What follows belongs to an exercise in optimizing a design on an open flow for small area; a production flow would make more cautious choices.
In this exercise RTL edits were held to simulation tests only and were not proved equivalent to the original.
The flow treats the clock pin as an ideal source. Dropping or thinning the clock tree relies on that and would not hold on a real chip.
No activity file was given, so power comes from the tool's default toggle rates.

== onyx ==
## l1_trigger_top
module l1_trigger_top (
    input  logic        aclk,
    input  logic        rst_n_i,
    input  logic [19:0] samples_i,
    input  logic        s_axil_awvalid,
    input  logic [7:0]  s_axil_awaddr,
    input  logic        s_axil_wvalid,
    input  logic [31:0] s_axil_wdata,
    input  logic [3:0]  s_axil_wstrb,
    input  logic        s_axil_bready,
    input  logic        s_axil_arvalid,
    input  logic [7:0]  s_axil_araddr,
    input  logic        s_axil_rready,
    output logic        s_axil_awready,
    output logic        s_axil_wready,
    output logic        s_axil_bvalid,
    output logic [1:0]  s_axil_bresp,
    output logic        s_axil_arready,
    output logic        s_axil_rvalid,
    output logic [31:0] s_axil_rdata,
    output logic [1:0]  s_axil_rresp,
    output logic [1:0]  trigger_o
);
For scale: ~650 cells after synthesis, roughly 120 I/O pins, roughly 7100 sq um of cells after synthesis.
export LEC_CHECK = 0
export CAP_MARGIN = 20
export CORE_MARGIN = 2
export CORE_UTILIZATION = 80
export PLACE_DENSITY = 0.88
export SLEW_MARGIN = 20
create_clock -name core_clock -period 5.0 [get_ports {aclk}]
standard.sh (not shown) runs the stock make flow with config.mk's settings and CLKGATE_MAP_FILE= SYNTH_SCRIPT=/design/flow/synth_recipe.tcl, a recipe that flattens the netlist after the stock synthesis.
==> flow/flow/run.sh <==
#!/bin/bash
# The standard synthesis and layout (standard.sh), with these changes:
#  - the port buffers are buf_1 cells instead of the resizer's default pick,
#  - the clock tree is built by mytree.tcl in place of clock_tree_synthesis:
#    the clock port drives one clkbuf_8, which drives clkbuf_8 leaves, each
#    leaf driving one cluster of about 15 neighbouring flip-flops,
#  - one tie cell drives all constant outputs (no tie fanout repair),
#  - the buffers ABC adds in synthesis are removed at floorplan (the
#    resizer's repair buffers again where it needs to),
#  - after the standard synthesis, invopt.py removes the inverter pairs that
#    Yosys's full-adder extraction leaves around the adders. Registers are
#    untouched; the result is checked against the synthesized netlist with a
#    combinational equivalence proof (flip-flops cut), and dropped if the
#    proof fails,
#  - then the logic between registers and adder cells is mapped again by
#    ABC for area (remap.ys.in, remap.abc), checked the same way.
# Each tool's output goes to its own log in this folder.
set -euo pipefail
export BUFFER_PORTS_ARGS="-buffer_cell sky130_fd_sc_hd__buf_1"
export REMOVE_ABC_BUFFERS=1
export SKIP_REPAIR_TIE_FANOUT=1
YOSYS="${YOSYS_EXE:-$FLOW_HOME/../tools/install/yosys/bin/yosys}"
R=orfs/results/${FLOW_PLATFORM}/l1_trigger_top/base

bash standard.sh synth > synth.log 2>&1

cp "$R/1_2_yosys.v" synth_netlist.v
LIB="$FLOW_HOME/platforms/sky130hd/lib/sky130_fd_sc_hd__tt_025C_1v80.lib"

# Combinational equivalence of a netlist with the synthesized one (flip-flops
# cut into ports); 0 when proven
equiv() {
  python3 flow/cut_ffs.py synth_netlist.v eq_a.v >> "$2" 2>&1 &&
  python3 flow/cut_ffs.py "$1" eq_b.v >> "$2" 2>&1 || return 1
  cat > eq.ys <<EOT
read_liberty -ignore_miss_func $LIB
read_verilog eq_a.v
rename $FLOW_TOP gold
read_verilog eq_b.v
rename $FLOW_TOP gate
proc
flatten
miter -equiv -flatten -make_assert gold gate miter
hierarchy -top miter
sat -verify -prove-asserts miter
EOT
  "$YOSYS" -s eq.ys >> "$2" 2>&1
}

best=synth_netlist.v
# 1. inverter clean-up around the full adders
if python3 flow/invopt.py synth_netlist.v invopt.v > invopt.log 2>&1 &&
   equiv invopt.v invopt.log; then
  echo "invopt netlist proven equivalent; using it" >> invopt.log
  best=invopt.v
else
  echo "invopt not used" >> invopt.log
fi
# 2. area-oriented remap of the logic between the registers and adder cells
DONTUSE=$(grep -o 'cell *( *"sky130_fd_sc_hd__\(lpflow\|probe\)[a-z0-9_]*' "$LIB" | sed 's/.*"/-dont_use /' | tr '\n' ' ')
sed -e "s#@LIB@#$LIB#g" -e "s#@IN@#$best#" -e "s#@TOP@#$FLOW_TOP#" \
    -e "s#@SCRIPT@#$PWD/flow/remap.abc#" -e "s#@DONTUSE@#$DONTUSE#" -e "s#@OUT@#remap.v#" \
    flow/remap.ys.in > remap.ys
if "$YOSYS" -s remap.ys > remap.log 2>&1 && equiv remap.v remap.log; then
  echo "remap netlist proven equivalent; using it" >> remap.log
  best=remap.v
else
  echo "remap not used" >> remap.log
fi
if [[ "$best" != synth_netlist.v ]]; then
  cp "$best" "$R/1_2_yosys.v"
  rm -f "$R/1_synth.odb" "$R/1_synth.sdc"
fi

# Layout: ORFS's scripts, with cts.tcl's clock_tree_synthesis call replaced
rm -rf myscripts
cp -r "$FLOW_HOME/scripts" myscripts
python3 - <<'PY'
p = "myscripts/cts.tcl"
s = open(p).read()
old = "log_cmd clock_tree_synthesis {*}$cts_args"
assert s.count(old) == 1
s = s.replace(old, "source $::env(MYTREE_TCL)\n"
              "mytree_build sky130_fd_sc_hd__clkbuf_8 sky130_fd_sc_hd__clkbuf_8 15\n"
              "set_propagated_clock [all_clocks]")
open(p, "w").write(s)
PY
export MYTREE_TCL="$PWD/flow/mytree.tcl"
SCRIPTS_DIR="$PWD/myscripts" bash standard.sh > flow.log 2>&1
Other scripts of this flow, unchanged in this note and not shown: flow/flow/cut_ffs.py, flow/flow/invopt.py, flow/flow/mytree.tcl, flow/flow/remap.abc, flow/flow/remap.ys.in
The following lists how maple was set up differently from onyx:
Settings: PLACE_DENSITY: 0.88 -> 0.92; CORE_UTILIZATION: 80 -> 86.
diff --git a/flow/flow/run.sh b/flow/flow/run.sh
--- a/flow/flow/run.sh
+++ b/flow/flow/run.sh
@@ -13,6 +13,7 @@
 #    combinational equivalence proof (flip-flops cut), and dropped if the
 #    proof fails,
-#  - then the logic between registers and adder cells is mapped again by
-#    ABC for area (remap.ys.in, remap.abc), checked the same way.
+#  - then all logic but the registers, the full-adder cells and the tie cell
+#    is mapped again by ABC for area (remap.ys.in, remap.abc: two rounds of
+#    choice computation and area-oriented mapping), checked the same way.
 # Each tool's output goes to its own log in this folder.
 set -euo pipefail
@@ -57,5 +58,5 @@
   echo "invopt not used" >> invopt.log
 fi
-# 2. area-oriented remap of the logic between the registers and adder cells
+# 2. area-oriented remap of the logic around the registers and full adders
 DONTUSE=$(grep -o 'cell *( *"sky130_fd_sc_hd__\(lpflow\|probe\)[a-z0-9_]*' "$LIB" | sed 's/.*"/-dont_use /' | tr '\n' ' ')
 sed -e "s#@LIB@#$LIB#g" -e "s#@IN@#$best#" -e "s#@TOP@#$FLOW_TOP#" \
### Flow results
First-iteration DRC count: maple vs onyx up 383
Comparing maple against onyx, there is no change at all in total global routing overflow.
In maple, the die outline area came out about 7% below the value in onyx.
Compared with onyx, maple shows worst hold slack higher by 0.028 ns.
Sort onyx and maple by highest cell delay on the worst timing path, ascending, and onyx comes first.
maple vs. onyx: starting utilization of the core area went up by 5.5 points.
The higher part of the total power dissipated in combinational logic came out of maple.
Per the comparison of maple with onyx, power density relative to cell area grew by about 3.5%, achievable frequency saw a decrease, share of the core filled with cells moved up.
In every run of this note, the design's own scripts or RTL, not TritonCTS, make the clock network.

## port drivers added, routing unchanged
Ports are ideal in the flow. The routed layouts listed here were re-timed in OpenROAD. Step 1: set_driving_cell puts a clkbuf_16 on aclk and a buf_2 on each other input, an assumption about the parent block. Step 2 moves the port delays by t, midway between the first and last clock arrival at a register: inputs arrive t later, outputs are due t later. That takes back most of the time a late clock gives input paths. a / b / c = ideal ports / drivers / drivers and shift; a / b = the first two.
run | t (ns) | setup WS [ns] | worst setup path after step 2
onyx | 0.462 | 0.260 / 0.260 / 0.260 | register to register
maple | 0.462 | 0.121 / 0.121 / 0.035 | input to register
After both steps setup and hold are still met in every run listed. The setup slack of maple, which loses most, moves by 0.000 ns with the drivers and by -0.086 ns with both steps.
